Context: an optimization exercise on an open-source flow, tuned for small area. The choices shown serve that exercise and are no tape-out recipe. The RTL was checked by simulation tests, not by an equivalence proof against the original design. No activity file was given, so power comes from the tool's default toggle rates.

[config.mk]
export PLATFORM = sky130hd
export DESIGN_NAME = spu_wb_stage
export DESIGN_NICKNAME = spu_wb_stage
export VERILOG_FILES = /design/flow/design.v
export SDC_FILE = /design/flow/constraint.sdc
export NUM_CORES = 4
export LEC_CHECK = 0
export CAP_MARGIN = 20
export CORE_MARGIN = 2
export CORE_UTILIZATION = 70
export SETUP_SLACK_MARGIN = 0.5
export SLEW_MARGIN = 20
export SYNTH_HIERARCHICAL = 1
export SYNTH_MINIMUM_KEEP_SIZE = 0
[constraint.sdc]
create_clock -name core_clock -period 8.0 [get_ports {clk}]
set_input_delay 1.6000 -clock core_clock [delete_from_list [all_inputs] [get_ports {clk}]]
set_output_delay 1.6000 -clock core_clock [all_outputs]
set_load 0.01 [all_outputs]
[design.v]
module spu_wb_stage #(
  parameter int unsigned DEPTH  = 7,
  parameter int unsigned ADDR_W = 7,
  parameter int unsigned DATA_W = 128
) (
  input  logic              clk,
  input  logic              rst,
  input  logic              flush,
  input  logic              ex_v_e,
  input  logic [ADDR_W-1:0] ex_addr_e,
  input  logic [DATA_W-1:0] ex_data_e,
  input  logic [2:0]        ex_lat_e,
  input  logic              ex_v_o,
  input  logic [ADDR_W-1:0] ex_addr_o,
  input  logic [DATA_W-1:0] ex_data_o,
  input  logic [2:0]        ex_lat_o,
  output logic              rt_we_e,
  output logic [ADDR_W-1:0] rt_addr_e,
  output logic [DATA_W-1:0] rt_data_e,
  output logic              rt_we_o,
  output logic [ADDR_W-1:0] rt_addr_o,
  output logic [DATA_W-1:0] rt_data_o,
  input  logic [ADDR_W-1:0] q0_addr,
  input  logic [ADDR_W-1:0] q1_addr,
  output logic              q0_pend,
  output logic              q1_pend,
  output logic              q0_fwd_v,
  output logic              q1_fwd_v,
  output logic [DATA_W-1:0] q0_fwd_data,
  output logic [DATA_W-1:0] q1_fwd_data,
  output logic              err_lat,
  output logic              err_col,
  output logic              waw_drop
);
  localparam int unsigned NS = DEPTH - 1;
  logic [1:0]                    in_v;
  logic [1:0][2:0]               in_lat;
  logic [1:0][ADDR_W-1:0]        q_addr;
  logic [1:0][NS:0]              v_q, v_d;
  localparam int unsigned PW = ADDR_W + DATA_W;
  logic [1:0][NS:0][PW-1:0]      s_q, s_d;
  logic [1:0][NS:0][ADDR_W-1:0]  a_q, a_d;
  logic [1:0][PW-1:0]            in_pl;
  logic [1:0][NS:0]              sv;          
  logic [1:0][NS:0]              hit;         
  logic [1:0][NS:0]              ins;         
  logic [1:0][NS:0]              nsv, nins;
  logic                          err_lat_q, err_col_q, waw_q;
  logic                          err_lat_d, err_col_d, waw_d;
  assign in_v    = {ex_v_o, ex_v_e};
  assign in_lat  = {ex_lat_o, ex_lat_e};
  assign q_addr  = {q1_addr, q0_addr};
  assign in_pl   = {ex_addr_o, ex_data_o, ex_addr_e, ex_data_e};
  always_comb
    for (int p = 0; p < 2; p++)
      for (int k = 0; k <= NS; k++) begin
        a_q[p][k] = s_q[p][k][PW-1:DATA_W] ^ {ADDR_W{k % 2 == 1}};
        a_d[p][k] = s_d[p][k][PW-1:DATA_W] ^ {ADDR_W{k % 2 == 1}};
      end
  always_comb begin
    for (int p = 0; p < 2; p++) begin
      for (int k = 0; k <= NS; k++) begin
        sv[p][k]   = (k < NS) ? v_q[p][k+1] : 1'b0;
        hit[p][k]  = (in_lat[p] == 3'(k + 1));
        ins[p][k]  = hit[p][k] & ~sv[p][k];
        nsv[p][k]  = ~sv[p][k];
        nins[p][k] = ~ins[p][k];
      end
    end
  end
  for (genvar p = 0; p < 2; p++) begin : g_pipe
    logic [PW-1:0] nx;
    assign s_d[p][NS] = in_pl[p];
    for (genvar b = 0; b < PW; b++) begin : g_inv
      spu_wb_inv u_inv (.a(in_pl[p][b]), .y(nx[b]));
    end
    for (genvar k = 0; k < NS; k++) begin : g_slot
      for (genvar b = 0; b < PW; b++) begin : g_bit
        spu_wb_oai22 u_sel (
          .a1(nsv[p][k]), .a2(s_q[p][k+1][b]),
          .b1((k % 2 == 1) ? in_pl[p][b] : nx[b]), .b2(nins[p][k]),
          .y (s_d[p][k][b])
        );
      end
    end
  end
  always_comb begin
    logic lat0, col;
    lat0 = 1'b0;
    col  = 1'b0;
    for (int p = 0; p < 2; p++) begin
      lat0 = lat0 | (in_v[p] & (in_lat[p] == 3'd0));
      col  = col  | (in_v[p] & |(hit[p] & sv[p]));
      for (int k = 0; k <= NS; k++)
        v_d[p][k] = ~flush & (sv[p][k] | (in_v[p] & hit[p][k]));
    end
    waw_d     = v_d[0][0] & v_d[1][0] & (a_d[0][0] == a_d[1][0]);
    v_d[0][0] = v_d[0][0] & ~waw_d;
    err_lat_d = ~flush & lat0;
    err_col_d = ~flush & col;
  end
  always_ff @(posedge clk) begin
    if (!rst) begin
      v_q       <= '0;
      err_lat_q <= 1'b0;
      err_col_q <= 1'b0;
      waw_q     <= 1'b0;
    end else begin
      v_q       <= v_d;
      err_lat_q <= err_lat_d;
      err_col_q <= err_col_d;
      waw_q     <= waw_d;
    end
  end
  always_ff @(posedge clk) begin
    s_q <= s_d;
  end
  logic [1:0]             q_pend;
  logic [1:0][NS:1][1:0]  fsel, nfsel;
  logic [1:0][DATA_W-1:0] fwd_data;
  always_comb begin
    for (int q = 0; q < 2; q++) begin
      logic found;
      found = 1'b0;
      for (int k = NS; k >= 1; k--) begin
        for (int p = 1; p >= 0; p--) begin
          logic m;
          m = v_q[p][k] & (a_q[p][k] == q_addr[q]);
          fsel[q][k][p]  = m & ~found;
          nfsel[q][k][p] = ~fsel[q][k][p];
          found = found | m;
        end
      end
      q_pend[q] = found;
    end
  end
  for (genvar q = 0; q < 2; q++) begin : g_fwd
    for (genvar b = 0; b < DATA_W; b++) begin : g_bit
      logic l1, l2, h1, h2, h3;
      spu_wb_aoi222 u_t0 (
        .a1(fsel[q][2][0]), .a2(s_q[0][2][b]),
        .b1(fsel[q][4][0]), .b2(s_q[0][4][b]),
        .c1(fsel[q][6][0]), .c2(s_q[0][6][b]),
        .y (l1)
      );
      spu_wb_aoi222 u_t1 (
        .a1(fsel[q][2][1]), .a2(s_q[1][2][b]),
        .b1(fsel[q][4][1]), .b2(s_q[1][4][b]),
        .c1(fsel[q][6][1]), .c2(s_q[1][6][b]),
        .y (l2)
      );
      spu_wb_oai22 u_i1 (
        .a1(nfsel[q][1][0]), .a2(s_q[0][1][b]),
        .b1(nfsel[q][1][1]), .b2(s_q[1][1][b]),
        .y (h1)
      );
      spu_wb_oai22 u_i3 (
        .a1(nfsel[q][3][0]), .a2(s_q[0][3][b]),
        .b1(nfsel[q][3][1]), .b2(s_q[1][3][b]),
        .y (h2)
      );
      spu_wb_oai22 u_i5 (
        .a1(nfsel[q][5][0]), .a2(s_q[0][5][b]),
        .b1(nfsel[q][5][1]), .b2(s_q[1][5][b]),
        .y (h3)
      );
      spu_wb_merge5 u_out (.l1(l1), .l2(l2), .h1(h1), .h2(h2), .h3(h3), .y(fwd_data[q][b]));
    end
  end
  assign q0_pend     = q_pend[0];
  assign q1_pend     = q_pend[1];
  assign q0_fwd_v    = q_pend[0];
  assign q1_fwd_v    = q_pend[1];
  assign q0_fwd_data = fwd_data[0];
  assign q1_fwd_data = fwd_data[1];
  assign rt_we_e   = v_q[0][0];
  assign rt_addr_e = s_q[0][0][PW-1:DATA_W];
  assign rt_data_e = s_q[0][0][DATA_W-1:0];
  assign rt_we_o   = v_q[1][0];
  assign rt_addr_o = s_q[1][0][PW-1:DATA_W];
  assign rt_data_o = s_q[1][0][DATA_W-1:0];
  assign err_lat   = err_lat_q;
  assign err_col   = err_col_q;
  assign waw_drop  = waw_q;
endmodule
module spu_wb_inv (
  input  logic a,
  output logic y
);
  assign y = ~a;
endmodule
module spu_wb_oai22 (
  input  logic a1, a2, b1, b2,
  output logic y
);
  assign y = ~((a1 | a2) & (b1 | b2));
endmodule
module spu_wb_aoi222 (
  input  logic a1, a2, b1, b2, c1, c2,
  output logic y
);
  assign y = ~((a1 & a2) | (b1 & b2) | (c1 & c2));
endmodule
module spu_wb_merge5 (
  input  logic l1, l2, h1, h2, h3,
  output logic y
);
  assign y = ~(l1 & l2 & ~(h1 | h2 | h3));
endmodule
[flow/run.sh]
#!/bin/bash
set -euo pipefail
export BUFFER_PORTS_ARGS="-buffer_cell sky130_fd_sc_hd__buf_1"
export CTS_ARGS="-sink_clustering_enable -repair_clock_nets -dont_use_dummy_load -buf_list sky130_fd_sc_hd__clkbuf_8 -sink_clustering_size 16 -sink_clustering_max_diameter 50"
bash standard.sh finish > standard_flow.log 2>&1
[standard.sh]
#!/bin/bash
# synth_recipe.tcl (not shown) runs the flow's synth.tcl, then flattens the netlist and writes it again
# the make line also repeats each setting of config.mk as NAME=value (left out here)
make -C /OpenROAD-flow-scripts/flow DESIGN_CONFIG=/design/flow/config.mk WORK_HOME=/design/flow/orfs CLKGATE_MAP_FILE= SYNTH_SCRIPT=/design/flow/synth_recipe.tcl "${@:-finish}"
==> results.cfg, run 1 <==
[run_status]
status = complete, no violations

[worst_setup_path]
reg2regPathDepth = 8
cp_top_family = simple AND/OR/NAND/NOR gates
crit_slowest_cell = and4_4
rr_startpoint = v_q[1]
worstSetupStartpointType = input pin
arrival_ns = 5.76
end_kind = output port
cp_slowest_stage_delay_ns = 1.02
reg2reg_to = waw_q
worst-r2r-setup-slack_ns = 4.02
crit_buf_inv = 3
worstPathCellList = buf_1 -> xnor2_1 -> nand4_1 -> nor2_4 -> nor4_4 -> and4_4 -> buf_4 -> a222oi_1 -> nand2_1 -> or4_1 -> buf_1
path_class = input pin to output port
cp_common_cell = buf_1
cp.required_ns = 6.40
cp_max_fo = 42

[sta]
setup_viol = 0
relSlewSlack = 0.0797
skew_ns = 0.0683
finalHoldViolCount = 0
rsz0062_at_grt = false
maxSlewViolCount = 0
post-route-min-period_ns = 7.36
period_share = 0.920
max_slew.worst_pin.slew_ns = 1.38
max_freq_ghz = 0.136
setup_ws_ns = 0.637
final.setup.tns_ns = 0

[yosys]
ys.flop_type = dfxtp_1
synth_most_common_cell = o22ai_1
async_flop_share = 0
ys_ff_latch = 1907
synth_area_um2 = 67100
syn_nets = 6552
synth_top_area_share = 0.569
synth_area_leaders = dfxtp_1, o22ai_1, a222oi_1
synth_commonest_cells = o22ai_1, dfxtp_1, a222oi_1, inv_1, buf_4
synthCells = 6257
synth_edf_count = 0
yosysSeqAreaShare = 0.569
yosys_warnings = 7
ys_types = 45
synth_top_cell_by_area = dfxtp_1
syn_area_per_cell_um2 = 10.7

[pwr]
p_per_area_nw_per_um2 = 215
ir_worst_vdd_v = 0.000220
p_leak_uw = 0.0297

[die]
core_area_um2 = 95000
dieHeight_um = 314
rows = 113
die_w_um = 314
io_pins = 830
initial_core_util = 0.706
dieArea_um2 = 98300

[clocking]
ctsRootBufferMaster = clkbuf_8
cts_tree = built
cts-htree-levels = 4
clk_pin_slew_ns = 0.11
cts_resized = 0
insertion_delay_ns = 0.90
numCtsBuffers = 149
clock_sinks = 1907
ctsHoldBuffers = 0
cts_setup_buffers = 0
clockBufferDepth = 3

[place]
portBuffers = 829
gp_congestion = 1.02
pre_cts_ws_ns = 1.02
post-dp-hpwl_um = 182000
placed_cells = 8218

[cells_and_area]
drive_above_1_share = 0.0507
fin_util = 0.778
fin_nets = 7400
area_growth_pct = 10.2
stdcell_count = 8441

[route]
drt-initial-drc-count = 20400
wire_per_inst_um = 39.0
vias = 74400
dr.pass1.iters = 23
wl_um = 329000
via_per_inst = 8.82
drc_errors = 0
ant_nets = 0

[global_route]
use_met2 = 0.813
grt_max_degree = 132
grt_usage = 0.634
antenna_found_initial = 82
grt_use_met1 = 0.739
grt_pass1_wl_um = 462000
top_usage_layer = met2
use_met3 = 0.375
grt_pass1_vias = 70400
grt-ovfl-total = 0

[worst_hold_path]
min_from = s_q[1440]
min_path_type = register to register
hold_path_end = s_q[1305]
holdPathStages = 1

[job]
cap_violations = 0
[state kept, by name, summed over array words and instances (netlist names)]
register,flops
s_q,1890
err_lat_q,1
waw_q,1
err_col_q,1
v_q,14
[per-module statistics from Yosys, one instance, submodules excluded]
module	cells inside	flip-flops and latches	copies in the design	area, um2
spu_wb_stage	2575	1907	1	43100
spu_wb_aoi222	1	0	512	10.0
spu_wb_merge5	2	0	256	11.3
spu_wb_oai22	1	0	2388	6.26
spu_wb_inv	1	0	270	3.75
[metrics by stage]
step	instance area, um2	hold WS [ns]	total power (uW)
4_1_cts	73700	0.439	15600
3_5_place_dp	71600	0.467	11300
5_1_grt	73800	0.451	16100
6_report	73900	0.447	15900
3_3_place_gp	71500	0.460	11200
2_1_floorplan	67100	0.450	10900
[cell usage in the layout, fill, tap and decap left out, types with 4 or more instances in the layout]
| cell type | synthesis | routed |
|---|---|---|
| o22ai_1 | 2388 | 2388 |
| dfxtp_1 | 1907 | 1907 |
| buf_1 | 0 | 829 |
| a222oi_1 | 512 | 512 |
| inv_1 | 283 | 271 |
| nand2_1 | 271 | 267 |
| or4_1 | 256 | 255 |
| clkbuf_8 | 0 | 149 |
| buf_4 | 272 | 105 |
| xnor2_1 | 95 | 95 |
| xor2_1 | 80 | 80 |
| diode_2 | 0 | 73 |
| buf_12 | 0 | 47 |
| nand4_1 | 46 | 46 |
| nor2_1 | 43 | 43 |
| inv_6 | 0 | 12 |
| nand3_4 | 0 | 11 |
| a31oi_1 | 8 | 8 |
| nor2b_1 | 6 | 6 |
| nor4_1 | 6 | 6 |
| a21oi_1 | 5 | 5 |
| buf_6 | 14 | 5 |
| nor3_1 | 6 | 4 |
| o21ai_0 | 4 | 4 |
| nand2_4 | 0 | 4 |
[per-layer routing]
layer | up-vias | wire (um)
li1 | 27800 | -
met1 | 33500 | 97600
met2 | 9512 | 120000
met3 | 3506 | 71400
met4 | 50 | 39700
met5 | - | 640
[cell type report]
cell class,instances,area (um2)
inverters,283,1120
diodes,73,183
repair buffers,987,4920
fillers,6620,21100
multi-input cells,3777,25900
flip-flops and latches,1907,38200
clock buffers,149,2050
well taps,1265,1580
[how the worst max path moves through the flow]
stage,from,endpoint,depth (start not counted)
4_1_cts,q1_addr[3],q1_fwd_data[117],11
3_3_place_gp,q1_addr[3],q1_fwd_data[93],10
2_1_floorplan,q0_addr[0],q0_fwd_data[0],7
6_report,q0_addr[4],q0_fwd_data[2],11
5_1_grt,q0_addr[0],q0_fwd_data[2],11
3_5_place_dp,q1_addr[3],q1_fwd_data[117],11
[power breakdown]
group / internal [uW] / leakage [uW] / switching [uW]
registers: 9880 / 0.0156 / 325
logic: 301 / 0.0130 / 671
clock network: 1670 / 0.00107 / 3040
total: 11800 / 0.0297 / 4030
[kinds of logic after synthesis]
family	synth area share
AOI/OAI and AO/OA	0.301
xor gates and xnor gates	0.0228
buffers and inverters	0.0488
DFF	0.569
muxes	0.000317
and+or+nand+nor	0.0577
==> run 2: changes to the inputs <==
--- a/flow/run.sh
+++ b/flow/run.sh
@@ -4,2 +4,3 @@
 export CTS_ARGS="-sink_clustering_enable -repair_clock_nets -dont_use_dummy_load -buf_list sky130_fd_sc_hd__clkbuf_8 -sink_clustering_size 16 -sink_clustering_max_diameter 50"
+export RECOVER_POWER=100
 bash standard.sh finish > standard_flow.log 2>&1
--- a/config.mk
+++ b/config.mk
@@ -9,3 +9,3 @@
 export CORE_MARGIN = 2
-export CORE_UTILIZATION = 70
+export CORE_UTILIZATION = 62
 export SETUP_SLACK_MARGIN = 0.5
==> results.cfg, run 2 <==
[worst_setup_path]
cp_max_fo = 50
end_kind = register
path_class = input pin to register
cp_common_cell = clkbuf_1
crit_slowest_cell = clkbuf_1
worstPathCellList = clkbuf_1 -> inv_1 -> nand3_1 -> clkbuf_1 -> clkbuf_1 -> o22ai_1
worstSetupStartpointType = input pin
cp_slowest_stage_delay_ns = 3.39
arrival_ns = 8.64
cp.required_ns = 8.49

[die]
core_area_um2 = 107000
rows = 120
die_w_um = 333
initial_core_util = 0.626
dieHeight_um = 333
dieArea_um2 = 111000
io_pins = 830

[sta]
setup_ws_ns = -0.153
max_slew.worst_pin.slew_ns = 5.93
finalHoldViolCount = 0
relSlewSlack = -2.95
period_share = 1.02
setup_viol = 2
post-route-min-period_ns = 8.15
rsz0062_at_grt = false
skew_ns = 0.0849
hold_ws_ns = 0.439
max_freq_ghz = 0.123
maxSlewViolCount = 1697

[cells_and_area]
area_growth_pct = 9.90
fin_nets = 7401
largest_register_ffs = 1890
most-common-layout-cells = o22ai_1, dfxtp_1, buf_1
fillers = 8604
reg_top3 = s_q x1890, v_q x14
drive_above_1_share = 0.0460
largest_register = s_q
layout_commonest_cell = o22ai_1

[yosys]
synth_commonest_cells = o22ai_1, dfxtp_1, a222oi_1, inv_1, buf_4
yosys_warnings = 7
synth_top_cell_by_area = dfxtp_1
synth_fa_ha_area_frac = 0
ys.flop_type = dfxtp_1
synth_area_um2 = 67100
synth_area_leaders = dfxtp_1, o22ai_1, a222oi_1
ys_ff_latch = 1907
synth_top_area_share = 0.569
syn_nets = 6552
yosysSeqAreaShare = 0.569
synth_top_family_by_area = compound AO/OA/AOI/OAI gates
yosys.area_share.simple = 0.0577
synthXorXnorAreaFrac = 0.0228
synth_most_common_cell = o22ai_1
ys_types = 45
async_flop_share = 0
synthCells = 6257
synth_compound_gate_area_share = 0.301
syn_area_per_cell_um2 = 10.7
synth_edf_count = 0
muxShareOfSynthArea = 0.000317

[route]
wl_um = 334000
drc_errors = 0
ant_nets = 0
dr.pass1.iters = 14
drt-initial-drc-count = 15900
vias = 72200
wire_per_inst_um = 39.0
via_per_inst = 8.44

[place]
post-dp-hpwl_um = 184000
portBuffers = 829
gp_congestion = 0.975

[job]
cap_violations = 32

[clocking]
ctsRootBufferMaster = clkbuf_8
clockBufferDepth = 3
cts_setup_buffers = 0
clk_pin_slew_ns = 0.10
numCtsBuffers = 152
cts-htree-levels = 4
insertion_delay_ns = 0.94
clock_sinks = 1907
ctsHoldBuffers = 0
cts_resized = 0
cts_tree = built

[pwr]
p_sw_frac = 0.253
p_int_uw = 11900
ir_worst_vdd_v = 0.000223
p_clk_frac = 0.298
p_per_area_nw_per_um2 = 216
p_leak_uw = 0.0296
power.total_uw = 15900
p_sw_uw = 4020
combPwrFrac = 0.061
p_seq_frac = 0.641

[global_route]
grt-ovfl-total = 0
antenna_found_initial = 79
grt_pass1_vias = 68400
grt_usage = 0.570
grt_pass1_wl_um = 467000
grt_max_degree = 136

[run_status]
status = failed layout checks
so_faults = capacitance limit, slew limit, setup timing

[worst_hold_path]
min_path_type = register to register
==> run 2: logic make-up (layout without fill, tap and decap cells) <==
group	count (synthesis)	count (layout)
other	0	50
XOR/XNOR	175	175
multiplexers	2	2
AND/OR/NAND/NOR	677	677
AO/OA/AOI/OAI	2923	2923
flip-flops	1907	1907
buffers and inverters	573	1420
==> run 2: layout make-up <==
| class | count | area [um2] | share of cell area |
|---|---|---|---|
| Sequential cell | 1907 | 38200 | 0.518 |
| Multi-Input combinational cell | 3777 | 25800 | 0.349 |
| Timing Repair Buffer | 985 | 4700 | 0.0637 |
| Clock buffer | 152 | 2090 | 0.0284 |
| Tap cell | 1403 | 1760 | 0.0238 |
| Inverter | 283 | 1120 | 0.0152 |
| Antenna cell | 50 | 125 | 0.00170 |
==> run 2: worst paths after layout <==
| path | startpoint | end | slack, ns | depth (start not counted) |
|---|---|---|---|---|
| max reg2reg | v_q[1] | s_q[109] | 0.45 | 5 |
| min reg2reg | s_q[1241] | s_q[1106] | 0.44 | 1 |
| max | ex_lat_e[2] | s_q[109] | -0.15 | 6 |
| min | s_q[1241] | s_q[1106] | 0.44 | 1 |
==> run 2: worst max-delay path, delay by kind of cell <==
kind	cells	cell delay, ns
AND/OR/NAND/NOR	1	0.29
AO/OA/AOI/OAI	1	0.87
buffers and inverters	4	5.81
==> run 2: per-module statistics from Yosys, one instance, submodules excluded <==
module,area [um2],flip-flops and latches,cells inside
spu_wb_stage,43100,1907,2575
spu_wb_merge5,11.3,0,2
spu_wb_aoi222,10.0,0,1
spu_wb_oai22,6.26,0,1
spu_wb_inv,3.75,0,1
==> run 2: layer usage <==
layer,share of wire,up-vias,track usage
li1,-,27800,-
met1,0.31,33100,0.674
met2,0.39,8531,0.779
met3,0.20,2750,0.270
met4,0.11,56,0.473
met5,0.0010,-,0.00391
==> run 2: stage by stage <==
step	setup TNS (ns)	instance area, um2	setup slack [ns]	instances	utilization
5_1_grt	0	73700	0.335	8549	0.688
3_5_place_dp	0	71800	0.993	8354	0.669
3_3_place_gp	0	71800	1.02	8354	0.669
4_1_cts	0	73800	0.984	8506	0.689
2_1_floorplan	-690.99	67100	-2.73	6257	-
6_report	-0.162	73700	-0.153	8557	0.688
==> run 2: power groups by stage <==
stage / Combinational, uW / Clock (uW) / Sequential, uW
2_1_floorplan: 572 / 0 / 10300
3_3_place_gp: 883 / 0 / 10400
3_5_place_dp: 897 / 0 / 10400
4_1_cts: 900 / 4650 / 10200
5_1_grt: 982 / 5000 / 10200
6_report: 973 / 4750 / 10200
==> run 3: changes to the inputs <==
--- a/flow/run.sh
+++ b/flow/run.sh
@@ -4,3 +4,2 @@
 export CTS_ARGS="-sink_clustering_enable -repair_clock_nets -dont_use_dummy_load -buf_list sky130_fd_sc_hd__clkbuf_8 -sink_clustering_size 16 -sink_clustering_max_diameter 50"
-export RECOVER_POWER=100
 bash standard.sh finish > standard_flow.log 2>&1
--- a/config.mk
+++ b/config.mk
@@ -10,3 +10,3 @@
 export CORE_UTILIZATION = 62
-export SETUP_SLACK_MARGIN = 0.5
+export SETUP_SLACK_MARGIN = 0.2
 export SLEW_MARGIN = 20
==> results.cfg, run 3 <==
[run_status]
status = complete, no violations

[global_route]
grt_pass1_wl_um = 467000
grt_max_degree = 136
grt_pass1_vias = 68400
grt-ovfl-total = 0
grt_usage = 0.570
antenna_found_initial = 80

[pwr]
p_int_uw = 11900
p_leak_uw = 0.0297
p_per_area_nw_per_um2 = 215
ir_worst_vdd_v = 0.000223
p_sw_frac = 0.254
combPwrFrac = 0.060
p_clk_frac = 0.299
p_sw_uw = 4040
p_seq_frac = 0.640

[clocking]
insertion_delay_ns = 0.95
cts_resized = 0
numCtsBuffers = 152
ctsRootBufferMaster = clkbuf_8
cts_tree = built
cts-htree-levels = 4
clock_sinks = 1907
clockBufferDepth = 3
ctsHoldBuffers = 0
clk_pin_slew_ns = 0.10
cts_setup_buffers = 0

[cells_and_area]
largest_register_ffs = 1890
most-common-layout-cells = o22ai_1, dfxtp_1, buf_1
reg_top3 = s_q x1890, v_q x14
fin_nets = 7401
stdcell_count = 8555
drive_above_1_share = 0.0508
area_growth_pct = 10.3
largest_register = s_q
layout_commonest_cell = o22ai_1

[die]
rows = 120
initial_core_util = 0.626
dieHeight_um = 333
core_area_um2 = 107000
dieArea_um2 = 111000
io_pins = 830
die_w_um = 333

[route]
wl_um = 334000
vias = 72000
via_per_inst = 8.41
dr.pass1.iters = 17
drt-initial-drc-count = 16300
wire_per_inst_um = 39.0
drc_errors = 0
ant_nets = 0

[sta]
rsz0062_at_grt = false
skew_ns = 0.0872
relSlewSlack = 0.0955
setup_viol = 0
post-route-min-period_ns = 7.46
max_freq_ghz = 0.134
maxSlewViolCount = 0
setup_ws_ns = 0.536
hold_ws_ns = 0.437
period_share = 0.933
final.setup.tns_ns = 0
finalHoldViolCount = 0
max_slew.worst_pin.slew_ns = 1.36

[worst_setup_path]
worstSetupStartpointType = input pin
arrival_ns = 5.86
cp_max_fo = 54
end_kind = output port
cp.required_ns = 6.40
path_class = input pin to output port

[job]
cap_violations = 0

[yosys]
ys_ff_latch = 1907
synth_commonest_cells = o22ai_1, dfxtp_1, a222oi_1, inv_1, buf_4
yosys_warnings = 7
synth_most_common_cell = o22ai_1
async_flop_share = 0
ys_types = 45
synth_fa_ha_area_frac = 0
synth_top_cell_by_area = dfxtp_1
syn_area_per_cell_um2 = 10.7
yosys.area_share.simple = 0.0577
synthCells = 6257
synth_area_leaders = dfxtp_1, o22ai_1, a222oi_1
synth_edf_count = 0
syn_nets = 6552
yosysSeqAreaShare = 0.569
muxShareOfSynthArea = 0.000317
synth_top_family_by_area = compound AO/OA/AOI/OAI gates
synth_compound_gate_area_share = 0.301
synthXorXnorAreaFrac = 0.0228
synth_top_area_share = 0.569
synth_area_um2 = 67100
ys.flop_type = dfxtp_1

[worst_hold_path]
min_path_type = register to register

[place]
post-dp-hpwl_um = 184000
placed_cells = 8354
portBuffers = 829
gp_congestion = 0.975
pre_cts_ws_ns = 0.993
run 3: cell counts after synthesis:
No cell type changed its count.
run 3: kinds of logic (layout without fill, tap and decap cells):
group                     count (synthesis)  after routing
muxes                                     2              2
and+or+nand+nor                         677            677
other                                     0             48
xor gates and xnor gates                175            175
buffers and inverters                   573           1420
DFF                                    1907           1907
AOI/OAI and AO/OA                      2923           2923
run 3: critical path, stage by stage:
cell,delay [ns]
buf_1,0.63
buf_4,0.25
xor2_1,0.06
nand4_1,0.09
nor2_1,0.12
nor4_4,0.51
and4_4,1.23
buf_12,0.39
a222oi_1,0.17
nand2_1,0.10
or4_1,0.43
buf_1,0.21
run 3: final timing paths:
kind / startpoint / endpoint / slack [ns] / cells past startpoint
setup / recovery: q1_addr[5] / q1_fwd_data[34] / 0.54 / 12
hold / removal: s_q[624] / s_q[489] / 0.44 / 1
setup reg to reg: v_q[1] / waw_q / 4.71 / 9
hold reg to reg: s_q[624] / s_q[489] / 0.44 / 1
run 3: modules after synthesis, one instance, submodules excluded:
module         cell area [um2]  flip-flops and latches  cells
spu_wb_inv                3.75                       0      1
spu_wb_aoi222             10.0                       0      1
spu_wb_stage             43100                    1907   2575
spu_wb_merge5             11.3                       0      2
spu_wb_oai22              6.26                       0      1
run 3: cell type report:
type                            count  area [um2]
Sequential cell                  1907       38200
Fill cell                        8559       33200
Multi-Input combinational cell   3777       25900
Timing Repair Buffer              985        4870
Clock buffer                      152        2090
Tap cell                         1403        1760
Inverter                          283        1120
Antenna cell                       48         120
run 3: power groups by stage:
stage | clock network [uW] | logic, uW | registers (uW)
final | 4760 | 962 | 10200
after global routing | 5000 | 975 | 10200
after CTS | 4650 | 900 | 10200
after detailed placement | 0 | 897 | 10400
after global placement | 0 | 883 | 10400
after floorplan | 0 | 572 | 10300
run 3: stage by stage:
stage / instance area (um2) / util / total power [uW]
after global placement: 71800 / 0.669 / 11300
final: 74000 / 0.690 / 15900
after CTS: 73800 / 0.689 / 15700
after floorplan: 67100 / - / 10900
after global routing: 74000 / 0.690 / 16200
after detailed placement: 71800 / 0.669 / 11300
run 3: per-layer routing:
metal / wire [um] / vias up / global-route usage
li1: - / 27800 / -
met1: 103000 / 32900 / 0.674
met2: 129000 / 8426 / 0.779
met3: 65200 / 2765 / 0.270
met4: 36000 / 64 / 0.473
met5: 445 / - / 0.00391

==> static timing again, ports no longer ideal <==
In the flow no input, the clock included, has a driving cell. The finished layouts below were timed again as built, in two steps.
Step 1 (the two cells are an assumption about what drives the block):
set clk [get_ports {clk}]
set_driving_cell -lib_cell sky130_fd_sc_hd__clkbuf_16 $clk
set_driving_cell -lib_cell sky130_fd_sc_hd__buf_2 [delete_from_list [all_inputs] $clk]
Step 2 times the ports against the registers' clock, not the clock port: input delays grow and output delays shrink by t, the midpoint of the rising clock arrivals with the driver on.
a / b / c = no drivers / after step 1 / after step 2; a / b = the first two.
run	t (ns)	setup slack, ns	hold WS [ns]	worst setup path at the end
run 1	0.967	0.637 / 0.609 / 0.609	0.447 / 0.447 / 0.447	input to output
run 2	0.984	-0.153 / -0.095 / -1.079	0.439 / 0.439 / 0.439	input to register
run 3	0.986	0.536 / 0.509 / 0.509	0.437 / 0.437 / 0.437	input to output
For run 2, which loses most, drivers alone change the setup slack by +0.058 ns; drivers and shift together by -0.926 ns.
